Background: an optimization exercise with open tools, aiming at small area. Do not read the settings as production practice.
Function was checked by simulation only, so behaviour that the tests miss may differ from the original.
Power figures rest on the tool's default switching activity, not on a simulated workload.

== epsilon ==
==> flow/design.v (excerpt) <==
module ofm_maxpool_rx #(
    parameter int unsigned DW = ofm_maxpool_rx_pkg::OFM_DW,
    parameter int unsigned N  = ofm_maxpool_rx_pkg::OFM_N
) (
    input  logic          clk,
    input  logic          rst,
    input  logic          in_valid,
    input  logic [DW-1:0] In_OFM,
    output logic          busy,
    output logic          overrun,
    output logic          out_valid,
    output logic [DW-1:0] Out_Pool
);
    localparam int unsigned PN    = N - 1;
    localparam int unsigned NS    = PN * PN;
    localparam int unsigned IDX_W = $clog2(N);
    logic               r_pool;
    logic [IDX_W-1:0]   r_row, r_col;
    logic               r_busy, r_overrun, r_out_valid;
    logic [DW-1:0]      r_out_pool;
    logic [DW-1:0]      qn [NS];       
    logic w_pool_last, w_col0, w_col_end, w_row_end;
    logic w_shift, w_rot, w_fold_end, w_fold_prev;
    logic w_s_gt_q0, w_s_gt_qt, w_h_gt_qp, w_take_s;
    logic [DW-1:0] w_hn;
    function automatic logic f_gt(input logic [DW-1:0] a, input logic [DW-1:0] bn);
        logic g;
  ...
Size in the first run: ~1400 cells after synthesis, roughly 78 I/O pins, roughly 22000 um2 of cells after synthesis.
==> module ofm_maxpool_rx, before the edit <==
module ofm_maxpool_rx #(
    parameter int unsigned DW = ofm_maxpool_rx_pkg::OFM_DW,
    parameter int unsigned N  = ofm_maxpool_rx_pkg::OFM_N
) (
    input  logic          clk,
    input  logic          rst,
    input  logic          in_valid,
    input  logic [DW-1:0] In_OFM,
    output logic          busy,
    output logic          overrun,
    output logic          out_valid,
    output logic [DW-1:0] Out_Pool
);
    localparam int unsigned PN    = N - 1;
    localparam int unsigned NS    = PN * PN;
    localparam int unsigned IDX_W = $clog2(N);
    logic               r_pool;
    logic [IDX_W-1:0]   r_row, r_col;
    logic               r_busy, r_overrun, r_out_valid;
    logic [DW-1:0]      r_out_pool;
    logic [DW-1:0]      qn [NS];       
    logic w_pool_last, w_col0, w_col_end, w_row_end;
    logic w_shift, w_rot, w_fold_end, w_fold_prev;
    logic w_s_gt_q0, w_s_gt_qt, w_h_gt_qp, w_take_s;
    logic [DW-1:0] w_hn;
    function automatic logic f_gt(input logic [DW-1:0] a, input logic [DW-1:0] bn);
        logic g;
        g = 1'b0;
        for (int i = 0; i < DW; i++)
            g = (a[i] & bn[i]) | (~(~a[i] & ~bn[i]) & g);
        f_gt = g;
    endfunction
    function automatic logic [IDX_W-1:0] f_inc(input logic [IDX_W-1:0] i);
        f_inc = '0;
        for (int k = 0; k < N - 1; k++)
            if (i == IDX_W'(k))
                f_inc = IDX_W'(k + 1);
    endfunction
    logic [IDX_W-1:0] w_row_inc, w_col_inc;
    assign w_row_inc   = f_inc(r_row);
    assign w_col_inc   = f_inc(r_col);
    assign w_col0      = (r_col == '0);
    assign w_col_end   = (r_col == IDX_W'(PN));
    assign w_row_end   = (r_row == IDX_W'(PN));
    assign w_pool_last = r_pool && (r_row == '0) && w_col0;
    assign w_shift     = r_pool || (in_valid && !w_col_end && !w_row_end);
    assign w_rot       = in_valid && w_row_end && !w_col_end;
    assign w_fold_end  = in_valid && w_col_end;
    assign w_fold_prev = !r_pool && !w_col0;
    assign w_s_gt_q0 = f_gt(In_OFM, qn[0]);
    assign w_s_gt_qt = f_gt(In_OFM, qn[PN-1]);
    assign w_take_s  = w_fold_prev && w_s_gt_q0;
    assign w_hn      = w_take_s ? ~In_OFM : qn[0];
    assign w_h_gt_qp = w_take_s ? f_gt(In_OFM, qn[PN]) : f_gt(~qn[0], qn[PN]);
    always_ff @(posedge clk) begin
        if (w_shift || w_rot || (w_fold_end && w_s_gt_q0))
            qn[0] <= (w_rot && !w_s_gt_qt) ? qn[PN-1] : ~In_OFM;
        if (w_shift || w_rot)
            qn[1] <= w_hn;
        for (int i = 2; i < PN; i++)
            if (w_shift || w_rot)
                qn[i] <= qn[i-1];
        if (w_shift || (w_fold_end && !w_row_end && w_h_gt_qp))
            qn[PN] <= w_shift ? qn[PN-1] : w_hn;
        if (w_shift)
            qn[PN+1] <= (w_fold_prev && w_h_gt_qp) ? w_hn : qn[PN];
        for (int i = PN + 2; i < NS; i++)
            if (w_shift)
                qn[i] <= qn[i-1];
    end
    always_ff @(posedge clk) begin
        if (rst) begin
            r_pool      <= 1'b0;
            r_row       <= '0;
            r_col       <= '0;
            r_busy      <= 1'b0;
            r_overrun   <= 1'b0;
            r_out_valid <= 1'b0;
            r_out_pool  <= '0;
        end else begin
            if (r_pool) begin
                if (w_pool_last) begin
                    r_pool <= 1'b0;
                    if (in_valid) r_col <= IDX_W'(1);
                end else if (r_col == IDX_W'(PN - 1)) begin
                    r_col <= '0;
                    r_row <= (r_row == IDX_W'(PN - 1)) ? '0 : w_row_inc;
                end else begin
                    r_col <= w_col_inc;
                end
            end else if (in_valid) begin
                if (w_col_end) begin
                    r_col <= '0;
                    if (w_row_end) begin
                        r_row  <= '0;
                        r_col  <= IDX_W'(1);
                        r_pool <= 1'b1;
                    end else begin
                        r_row <= w_row_inc;
                    end
                end else begin
                    r_col <= w_col_inc;
                end
            end
            r_busy      <= r_pool && !w_pool_last;
            r_overrun   <= r_pool && !w_pool_last && in_valid;
            r_out_valid <= r_pool;
            r_out_pool  <= r_pool ? ~qn[NS-1] : '0;
        end
    end
    assign busy      = r_busy;
    assign overrun   = r_overrun;
    assign out_valid = r_out_valid;
    assign Out_Pool  = r_out_pool;
endmodule
==> flow/config.mk <==
export PLATFORM = sky130hd
export DESIGN_NAME = ofm_maxpool_rx
export DESIGN_NICKNAME = ofm_maxpool_rx
export VERILOG_FILES = /design/flow/design.v
export SDC_FILE = /design/flow/constraint.sdc
export NUM_CORES = 4
export LEC_CHECK = 0
export ABC_AREA = 1
export CAP_MARGIN = 20
export CORE_MARGIN = 2
export CORE_UTILIZATION = 60
export CTS_BUF_LIST = sky130_fd_sc_hd__clkbuf_8
export CTS_CLUSTER_DIAMETER = 80
export CTS_CLUSTER_SIZE = 16
export SLEW_MARGIN = 20
==> flow/constraint.sdc <==
create_clock -name core_clock -period 10.0 [get_ports {clk}]
set_input_delay 2.0000 -clock core_clock [delete_from_list [all_inputs] [get_ports {clk}]]
set_output_delay 2.0000 -clock core_clock [all_outputs]
set_load 0.01 [all_outputs]
standard.sh (not shown) runs the stock make flow with config.mk's settings and CLKGATE_MAP_FILE= SYNTH_SCRIPT=/design/flow/synth_recipe.tcl, a recipe that flattens the netlist after the stock synthesis.
==> flow/flow/run.sh <==
#!/bin/bash
# Own layout flow: the standard ORFS flow (standard.sh) with two changes.
#  - Synthesis is the standard flow's own script (synth_recipe.tcl), but the final ABC
#    technology mapping uses an area-oriented script (flow/area.abc) in
#    place of ORFS's abc_area.script. Registers are untouched (ABC maps
#    only the combinational logic).
#  - Port buffers are the smallest buffer cell (buf_1).
# Each tool's full output is in standard.log (make, yosys, openroad).
set -euo pipefail
W=$(pwd)
export FLOW_ABC_SCRIPT="$W/flow/area.abc"
export FLOW_SYNTH_TCL="$W/synth_recipe.tcl"
CTS_ARGS="-sink_clustering_enable -repair_clock_nets -sink_clustering_size 18 -sink_clustering_max_diameter 80 -buf_list sky130_fd_sc_hd__clkbuf_8 -dont_use_dummy_load"
bash standard.sh "SYNTH_SCRIPT=$W/flow/synth.tcl" "CTS_ARGS=$CTS_ARGS" \
    "BUFFER_PORTS_ARGS=-buffer_cell sky130_fd_sc_hd__buf_1" finish > standard.log 2>&1
==> flow/flow/area.abc <==
strash
dch -f
map -D 5000
topo
stime -c
buffer -c
upsize -c -D 5000
dnsize -c -D 5000
==> flow/flow/synth.tcl <==
# synth_recipe.tcl with one change: the abc call that maps the logic to
# cells runs flow/area.abc instead of the script ORFS passes with -script.
proc abc {args} {
  set i [lsearch -exact $args -script]
  if { $i >= 0 } { lset args [expr { $i + 1 }] $::env(FLOW_ABC_SCRIPT) }
  puts "abc wrapper: [join $args { }]"
  yosys abc {*}$args
}
source $::env(FLOW_SYNTH_TCL)
Both conditions hold for epsilon: the flow ran to the end and the final layout passed the timing, design-rule and antenna checks.
Setup changes, epsilon to delta
diff --git a/flow/design.v b/flow/design.v
--- a/flow/design.v
+++ b/flow/design.v
@@ -51,7 +51,7 @@
     logic [DW-1:0]      qn [NS];       
     logic w_pool_last, w_col0, w_col_end, w_row_end;
     logic w_shift, w_rot, w_fold_end, w_fold_prev;
-    logic w_s_gt_q0, w_s_gt_qt, w_h_gt_qp, w_take_s;
+    logic w_cap, w_s_gt_q0, w_s_gt_qt, w_s_gt_qp, w_take_s;
     logic [DW-1:0] w_hn;
     function automatic logic f_gt(input logic [DW-1:0] a, input logic [DW-1:0] bn);
         logic g;
@@ -73,27 +73,27 @@
     assign w_col_end   = (r_col == IDX_W'(PN));
     assign w_row_end   = (r_row == IDX_W'(PN));
     assign w_pool_last = r_pool && (r_row == '0) && w_col0;
+    assign w_cap       = !r_pool;
     assign w_shift     = r_pool || (in_valid && !w_col_end && !w_row_end);
     assign w_rot       = in_valid && w_row_end && !w_col_end;
     assign w_fold_end  = in_valid && w_col_end;
-    assign w_fold_prev = !r_pool && !w_col0;
+    assign w_fold_prev = w_cap && !w_col0;
     assign w_s_gt_q0 = f_gt(In_OFM, qn[0]);
     assign w_s_gt_qt = f_gt(In_OFM, qn[PN-1]);
+    assign w_s_gt_qp = f_gt(In_OFM, qn[PN]);
     assign w_take_s  = w_fold_prev && w_s_gt_q0;
-    assign w_hn      = w_take_s ? ~In_OFM : qn[0];
-    assign w_h_gt_qp = w_take_s ? f_gt(In_OFM, qn[PN]) : f_gt(~qn[0], qn[PN]);
     always_ff @(posedge clk) begin
         if (w_shift || w_rot || (w_fold_end && w_s_gt_q0))
             qn[0] <= (w_rot && !w_s_gt_qt) ? qn[PN-1] : ~In_OFM;
         if (w_shift || w_rot)
-            qn[1] <= w_hn;
+            qn[1] <= w_take_s ? ~In_OFM : qn[0];
         for (int i = 2; i < PN; i++)
             if (w_shift || w_rot)
                 qn[i] <= qn[i-1];
-        if (w_shift || (w_fold_end && !w_row_end && w_h_gt_qp))
-            qn[PN] <= w_shift ? qn[PN-1] : w_hn;
+        if (w_shift || (w_fold_end && !w_row_end && w_s_gt_qp))
+            qn[PN] <= (w_shift && !(w_cap && w_s_gt_qt)) ? qn[PN-1] : ~In_OFM;
         if (w_shift)
-            qn[PN+1] <= (w_fold_prev && w_h_gt_qp) ? w_hn : qn[PN];
+            qn[PN+1] <= (w_fold_prev && w_s_gt_qp) ? ~In_OFM : qn[PN];
         for (int i = PN + 2; i < NS; i++)
             if (w_shift)
                 qn[i] <= qn[i-1];
- The worst slack on hold paths was comparable across epsilon and delta.
- epsilon → delta: die area decreased 750 um2, combinational power shows a reduction of about 22%, sequential share of layout area now larger, post-detailed-route via-to-cell ratio decreased by about 3.4% relative to the old numbers, cell count dropped about 5%.
- Going from epsilon to delta, fraction of layout instances using a drive strength above 1 comparable; met3 capacity usage during global routing went down; time the worst path needs with I/O delays and setup picked up an extra 0.22 ns; non-clock buffer contribution to total cell area ~0 delta; total nets after synthesis has decreased.
- Setup slack, epsilon and delta: higher on epsilon
- Compared to epsilon, the router laid down less metal wire for delta.
- Compared with epsilon, delta supports a lower clock frequency.

## port drivers added, routing unchanged
Ports are ideal in the flow. The routed layouts listed here were re-timed in OpenROAD. Step 1 (the two cells are an assumption about what drives the block):
set clk [get_ports {clk}]
set_driving_cell -lib_cell sky130_fd_sc_hd__clkbuf_16 $clk
set_driving_cell -lib_cell sky130_fd_sc_hd__buf_2 [delete_from_list [all_inputs] $clk]
Step 2 also shifts input and output timing later by t, the mid clock arrival at the registers, as if the neighbouring blocks saw the same clock. a / b / c = no drivers / after step 1 / after step 2; a / b = the first two.
run | shift t [ns] | setup WS [ns] | latest minus earliest clock arrival (ns)
epsilon | 0.651 | 2.408 / 2.439 / 1.788 | 0.035 / 0.035
delta | 0.605 | 2.185 / 2.189 / 1.584 | 0.047 / 0.047
After both steps every run listed still meets setup and hold. The setup slack of epsilon, which loses most, moves by +0.031 ns with the drivers and by -0.620 ns with both steps.
